Context: an optimization exercise on an open-source flow, tuned for small area, a short achievable clock period and few clock cycles per item. The choices shown serve that exercise and are no tape-out recipe.
The RTL was checked by simulation tests, not by an equivalence proof against the original design.
No activity file was given, so power comes from the tool's default toggle rates.

<file path="design/flow/design.v">
package rv32i_types;
    localparam int PHYS_REG_W = 6;
    localparam int ROB_IDX_W  = 4;
    typedef enum logic [1:0] {
        MUL    = 2'b00,
        MULH   = 2'b01,
        MULHSU = 2'b10,
        MULHU  = 2'b11
    } mul_op_t;
    typedef enum logic [1:0] {
        S_IDLE,
        S_CALC,
        S_DONE
    } mul_state_t;
    typedef struct packed {
        logic        valid;
        logic [63:0] order;
        logic [31:0] inst;
        logic [4:0]  rs1_addr;
        logic [4:0]  rs2_addr;
        logic [31:0] rs1_rdata;
        logic [31:0] rs2_rdata;
        logic [4:0]  rd_addr;
        logic [31:0] rd_wdata;
        logic [31:0] pc_rdata;
        logic [31:0] pc_wdata;
    } rvfi_data_t;
    typedef struct packed {
        logic [PHYS_REG_W-1:0] pd_s;
        logic [ROB_IDX_W-1:0]  rob_num;
        logic [31:0]           pd_v;
        logic [31:0]           instr_pc;
        logic                  br_en;
        logic                  instr_is_br;
        logic                  br_taken;
        logic [31:0]           br_target;
        rvfi_data_t            rvfi_data;
    } fu_cdb_data_t;
endpackage
import rv32i_types::*;
module mul_datapath #(
    parameter int BITS_PER_CYCLE = 2
) (
    input  logic        i_clk,
    input  logic        i_rst,
    input  logic        i_load,
    input  logic        i_step,
    input  logic [1:0]  i_op,
    input  logic [31:0] i_rs1,
    input  logic [31:0] i_rs2,
    output logic [31:0] o_result
);
    logic        w_sign1, w_sign2;
    logic [63:0] r_mcand, r_acc;
    logic [31:0] r_mplier;
    logic        r_neg;
    logic [1:0]  r_op;
    logic [63:0] w_pp, w_acc_next, w_prod;
    always_comb begin
        w_sign1 = i_rs1[31] & (i_op != MULHU);
        w_sign2 = i_rs2[31] & ((i_op == MUL) || (i_op == MULH));
    end
    always_ff @(posedge i_clk) begin
        if (i_rst) begin
            r_mcand  <= '0;
            r_mplier <= '0;
            r_acc    <= '0;
            r_neg    <= 1'b0;
            r_op     <= MUL;
        end else if (i_load) begin
            r_mcand  <= {32'd0, (w_sign1 ? (32'd0 - i_rs1) : i_rs1)};
            r_mplier <= w_sign2 ? (32'd0 - i_rs2) : i_rs2;
            r_acc    <= '0;
            r_neg    <= w_sign1 ^ w_sign2;
            r_op     <= i_op;
        end else if (i_step) begin
            r_acc    <= w_acc_next;
            r_mcand  <= r_mcand << BITS_PER_CYCLE;
            r_mplier <= r_mplier >> BITS_PER_CYCLE;
        end
    end
    always_comb begin
        w_pp = '0;
        for (int j = 0; j < BITS_PER_CYCLE; j++) begin
            if (r_mplier[j]) w_pp = w_pp + (r_mcand << j);
        end
        w_acc_next = r_acc + w_pp;
        w_prod     = r_neg ? (64'd0 - w_acc_next) : w_acc_next;
        o_result   = (r_op == MUL) ? w_prod[31:0] : w_prod[63:32];
    end
endmodule
import rv32i_types::*;
module mul_fu #(
    parameter int BITS_PER_CYCLE = 2
) (
    input  logic         i_clk,
    input  logic         i_rst,
    input  logic         i_flush,
    input  logic         issue_valid,
    output logic         issue_ready,
    input  logic [1:0]   mul_op,
    input  logic [31:0]  rs1_v,
    input  logic [31:0]  rs2_v,
    input  logic [5:0]   pd_s,
    input  logic [3:0]   rob_num,
    input  logic [31:0]  instr_pc,
    input  logic [271:0] rvfi_in,
    output logic         fu_done,
    output logic [380:0] fu_data,
    input  logic         ack
);
    localparam int N  = 32 / BITS_PER_CYCLE;
    localparam int CW = (N > 1) ? $clog2(N) : 1;
    rv32i_types::mul_state_t r_state;
    rv32i_types::mul_state_t w_state_next;
    logic [CW-1:0] r_count;
    rv32i_types::fu_cdb_data_t r_fu_data;
    logic         w_accept, w_last;
    logic [31:0]  w_result;
    assign issue_ready = (r_state == S_IDLE) & ~i_rst;
    assign fu_done     = (r_state == S_DONE);
    assign fu_data     = r_fu_data;
    assign w_accept = issue_valid & issue_ready & ~i_flush;
    assign w_last   = (r_state == S_CALC) & (r_count == CW'(N - 1));
    always_comb begin
        w_state_next = r_state;
        case (r_state)
            S_IDLE:  if (w_accept) w_state_next = S_CALC;
            S_CALC:  if (w_last) w_state_next = S_DONE;
            S_DONE:  if (ack) w_state_next = S_IDLE;
            default: w_state_next = S_IDLE;
        endcase
        if (i_flush) w_state_next = S_IDLE;
    end
    always_ff @(posedge i_clk) begin
        if (i_rst) begin
            r_state <= S_IDLE;
            r_count <= '0;
        end else begin
            r_state <= w_state_next;
            if (w_accept) r_count <= '0;
            else if (r_state == S_CALC) r_count <= r_count + 1'b1;
        end
    end
    always_ff @(posedge i_clk) begin
        if (i_rst) begin
            r_fu_data <= '0;
        end else begin
            if (w_accept) begin
                r_fu_data.pd_s      <= pd_s;
                r_fu_data.rob_num   <= rob_num;
                r_fu_data.instr_pc  <= instr_pc;
                r_fu_data.rvfi_data <= rvfi_in;
            end
            if (w_last && !i_flush) begin
                r_fu_data.pd_v               <= w_result;
                r_fu_data.rvfi_data.rd_wdata <= w_result;
            end
        end
    end
    mul_datapath #(.BITS_PER_CYCLE(BITS_PER_CYCLE)) u_dp (
        .i_clk    (i_clk),
        .i_rst    (i_rst),
        .i_load   (w_accept),
        .i_step   (r_state == S_CALC),
        .i_op     (mul_op),
        .i_rs1    (rs1_v),
        .i_rs2    (rs2_v),
        .o_result (w_result)
    );
endmodule
</file>
<file path="design/flow/run.sh">
#!/bin/bash
# synth_recipe.tcl (not shown) runs the flow's synth.tcl, then flattens the netlist and writes it again
# the make line also repeats each setting of config.mk as NAME=value (left out here)
make -C /OpenROAD-flow-scripts/flow DESIGN_CONFIG=/design/flow/config.mk WORK_HOME=/design/flow/orfs CLKGATE_MAP_FILE= SYNTH_SCRIPT=/design/flow/synth_recipe.tcl finish
</file>
<file path="design/flow/config.mk">
export PLATFORM = sky130hd
export DESIGN_NAME = mul_fu
export DESIGN_NICKNAME = mul_fu
export VERILOG_FILES = /design/flow/design.v
export SDC_FILE = /design/flow/constraint.sdc
export NUM_CORES = 4
export LEC_CHECK = 0
export CAP_MARGIN = 20
export CORE_MARGIN = 2
export CORE_UTILIZATION = 40
export SLEW_MARGIN = 20
</file>
<file path="design/flow/constraint.sdc">
create_clock -name core_clock -period 9.0 [get_ports {i_clk}]
set_input_delay 1.8000 -clock core_clock [delete_from_list [all_inputs] [get_ports {i_clk}]]
set_output_delay 1.8000 -clock core_clock [all_outputs]
set_load 0.01 [all_outputs]
</file>
==> qor.json <==
{
  "outcome": {"value": "complete, no violations"},
  "clock_sinks": {"value": 515},
  "async_s_r_ff_share_synth": {"value": 0},
  "slew_headroom": {"value": 0.3104},
  "part_of_the_total_power_dissipated_in_sequential_elements": {"value": 0.384},
  "count_of_nets_after_finishing": {"value": 5643},
  "netSwitchingFraction": {"value": 0.2852},
  "synth.lib_cells_used.distinct": {"value": 109},
  "leading_cell_type_in_the_layout_fill_and_taps_excluded": {"value": "nand2_1"},
  "finalSetupTns": {"value": 0, "unit": "ns"},
  "critPathCaptureType": {"value": "flop"},
  "track_usage": {"value": 0.3782},
  "postCtsSetupBuffers": {"value": 0},
  "timing.max_cap.violations": {"value": 0},
  "finalMaxSlewViolations": {"value": 0},
  "grt_antenna_before_repair": {"value": 31},
  "worst_hold_path_class": {"value": "reg2reg"},
  "layout_common_cells": {"value": "nand2_1, clkdlybuf4s50_1, a21oi_1"},
  "layout_worst_path_cycle_share": {"value": 0.9499},
  "p_comb_frac": {"value": 0.144},
  "clock_buffer_count_from_cts": {"value": 66},
  "syn_area_per_cell": {"value": 7.124, "unit": "µm²"},
  "post_synth_inst_count": {"value": 4623},
  "final_setup_vio_count": {"value": 0},
  "num_io_pins": {"value": 768},
  "number_of_register_bits_inferred_by_synthesis": {"value": 515},
  "synth-edff-count": {"value": 0},
  "cts_max_path_buffers": {"value": 3},
  "kind_of_cell_with_the_highest_combined_delay_on_the_critical_path": {"value": "compound AO/OA/AOI/OAI gates"},
  "drt_pre_antenna_iters": {"value": 8},
  "grt_pass1_wl": {"value": 237900, "unit": "µm"},
  "critical_path.slowest_cell": {"value": "a211oi_1"},
  "post-route-min-period": {"value": 8.549, "unit": "ns"},
  "netlist_area": {"value": 0.03293, "unit": "mm²"},
  "drt-wirelength-per-cell": {"value": 26.64, "unit": "µm"},
  "path_max_fanout": {"value": 20},
  "register_area": {"value": 0.01032, "unit": "mm²"},
  "syn_to_final_growth": {"value": 31.19, "unit": "%"},
  "hold_viol": {"value": 0},
  "grt_start_max_net_pins": {"value": 168},
  "tritoncts_clock_tree": {"value": "done"},
  "maximum_level_of_the_cts_h_tree": {"value": 3},
  "drive_above_1_share": {"value": 0.05558},
  "final_antenna_net_count": {"value": 0},
  "p_leak": {"value": 15.67, "unit": "nW"},
  "clk-insertion-delay-late": {"value": 0.66, "unit": "ns"},
  "fp.dieW": {"value": 290.9, "unit": "µm"},
  "p_int": {"value": 4.510, "unit": "mW"},
  "placeable_core_area": {"value": 0.08185, "unit": "mm²"},
  "worst_slew_pin_slew": {"value": 1.034, "unit": "ns"},
  "rows": {"value": 105},
  "route.detailed.vias_per_inst": {"value": 5.868},
  "fillers": {"value": 8064},
  "place_hpwl": {"value": 131500, "unit": "µm"},
  "power.clock.fraction": {"value": 0.472},
  "required_time_at_the_endpoint_of_the_critical_path": {"value": 9.46, "unit": "ns"},
  "pre_cts_slack": {"value": 0.7744, "unit": "ns"},
  "ys_warn_count": {"value": 2},
  "holdBufCountCts": {"value": 0},
  "total_wire_length_after_detailed_routing": {"value": 167600, "unit": "µm"},
  "die_h": {"value": 290.9, "unit": "µm"},
  "unrepaired_setup_endpoints_after_global_routing": {"value": "false"},
  "peak_supply_drop": {"value": 0.1249, "unit": "mV"},
  "final_estimated_routing_congestion_in_global_placement": {"value": 1.115},
  "worst-setup-path-type": {"value": "reg2reg"},
  "power_per_cell_area": {"value": 146.0, "unit": "mW/mm²"},
  "clk_pin_slew": {"value": 0.06, "unit": "ns"},
  "buffer_ports.inserted": {"value": 732},
  "multi_input_area": {"value": 0.02099, "unit": "mm²"},
  "ys_flop_type": {"value": "dfxtp_1"},
  "max_stage_delay": {"value": 0.69, "unit": "ns"},
  "drcViolationCount": {"value": 0},
  "worst-path-buf-inv": {"value": 2},
  "die_area": {"value": 0.08465, "unit": "mm²"},
  "vias": {"value": 36900},
  "yosysSeqAreaShare": {"value": 0.3130},
  "clock.fmax": {"value": 117.0, "unit": "MHz"},
  "initial_standard_cell_utilization_of_the_core": {"value": 0.4024},
  "final.setup.worst_slack": {"value": 0.4506, "unit": "ns"},
  "finalClockSkew": {"value": 0.05078, "unit": "ns"},
  "worst_ep_arrival_time": {"value": 9.01, "unit": "ns"},
  "worst_setup_path_start_kind": {"value": "flop"},
  "grt.overflow.total": {"value": 0},
  "vias_in_the_first_global_route": {"value": 33300},
  "post-layout-total-power": {"value": 6.309, "unit": "mW"},
  "first_iter_violations": {"value": 3837},
  "power.switching": {"value": 1.800, "unit": "mW"},
  "cts-root-buf": {"value": "clkbuf_16"}
}
-- metrics by stage --
stage,hold WS (ns),instance area [µm²],util,instances
after global routing,0.4670,43200,0.5278,6285
after floorplan,0.4366,33060,-,4657
after global placement,0.4337,40690,0.4971,6150
final,0.4526,43210,0.5279,6289
after detailed placement,0.4404,40690,0.4971,6150
after CTS,0.4531,43150,0.5272,6270
-- registers in the layout, indices dropped and copies added (netlist names) --
signal / flops
u_dp.r_op: 2
u_dp.r_neg: 1
u_dp.r_mcand: 64
r_fu_data: 346
u_dp.r_mplier: 32
r_state: 2
u_dp.r_acc: 64
r_count: 4
-- final cells by class --
class / count / area share
multi-input cells: 3710 / 0.4857
diodes: 19 / 0.001100
clock buffers: 83 / 0.04271
repair buffers: 795 / 0.1812
clock inverters: 37 / 0.01431
well taps: 1070 / 0.03099
flip-flops and latches: 515 / 0.2388
inverters: 60 / 0.005213
-- worst min-delay path: stages (launching register included) --
cell	delay, ns
dfxtp_1	0.31
nand2_1	0.05
a21oi_1	0.05
-- layer usage --
layer | up-vias | GRT usage | routed length [µm]
met4 | 8 | 0.1056 | 4455
li1 | 17240 | - | -
met5 | - | 0 | 47
met1 | 17770 | 0.5051 | 71580
met2 | 1674 | 0.5571 | 71320
met3 | 208 | 0.1549 | 20160
-- final timing paths --
check	from	endpoint	slack, ns	depth (start not counted)
max reg2reg	u_dp.r_mplier[0]	r_fu_data[366]	0.45	28
min	r_fu_data[111]	r_fu_data[111]	0.45	2
max	u_dp.r_mplier[0]	r_fu_data[366]	0.45	28
min reg2reg	r_fu_data[111]	r_fu_data[111]	0.45	2
-- cells in the mapped netlist (all sizes together) (30+ instances only) --
| library cell | n | share of area |
|---|---|---|
| inv | 58 | 0.0066 |
| a211oi | 47 | 0.012 |
| a311oi | 74 | 0.020 |
| o21ai | 177 | 0.027 |
| a21o | 73 | 0.017 |
| nand2 | 1185 | 0.14 |
| or2 | 30 | 0.0057 |
| clkbuf | 290 | 0.033 |
| o21a | 31 | 0.0071 |
| xnor2 | 111 | 0.030 |
| o211ai | 36 | 0.0082 |
| dfxtp | 515 | 0.31 |
| mux2 | 33 | 0.011 |
| nor3 | 72 | 0.011 |
| ha | 108 | 0.041 |
| nor2 | 316 | 0.036 |
| a21oi | 610 | 0.093 |
| xor2 | 91 | 0.024 |
| a31oi | 38 | 0.0072 |
| nand4 | 53 | 0.010 |
| nand3 | 74 | 0.012 |
| and2 | 54 | 0.010 |
| buf | 82 | 0.015 |
-- cells by family after synthesis --
group                      after synthesis  synth area share
DFF                                    515            0.3130
other                                    1         0.0001139
adders and majority gates              110           0.04225
xor gates and xnor gates               202           0.05395
and+or+nand+nor                       1983            0.2647
muxes                                   57           0.01858
buffers and inverters                  432           0.05490
AOI/OAI and AO/OA                     1323            0.2525
-- timing repair --
action,in CTS,in global routing
gates resized for setup,0,2
endpoints found under the setup margin,0,7
hold endpoints to repair,0,0
-- power by group through the flow --
| stage | Sequential (mW) | Clock (mW) | Combinational (mW) |
|---|---|---|---|
| final | 2.42 | 2.98 | 0.906 |
| after global routing | 2.43 | 3.11 | 0.958 |
| after CTS | 2.42 | 3.03 | 0.886 |
| after detailed placement | 2.47 | 0 | 0.879 |
| after global placement | 2.47 | 0 | 0.880 |
| after floorplan | 2.44 | 0 | 0.439 |
Testbench counts, summed over its fixed seeds: cycles 36,864, ops 2,048.

==> re-timing with driven ports <==
The results above use ideal ports. As a check the final layout listed here was re-extracted and re-timed, cells and wires unchanged. Step 1 sets driving cells, clkbuf_16 on the clock port and buf_2 on the other inputs (assumed; they add their load-dependent delay and slew). Step 2 adds t to the input delays and takes it off the output delays; t is the mean of the earliest and latest rising clock arrival at the registers after step 1. Input paths then give back, and output paths get back, about the clock's delay inside the block. Slacks: ideal / step 1 / step 2; pairs: ideal / step 1.
t (ns): 0.709
slack for setup (ns): 0.451 / 0.451 / 0.451
worst hold slack (ns): 0.453 / 0.453 / 0.453
worst setup path at the end: register to register
After both steps this run still meets setup and hold. The setup slack of this run moves by 0.000 ns with the drivers and by 0.000 ns with both steps.
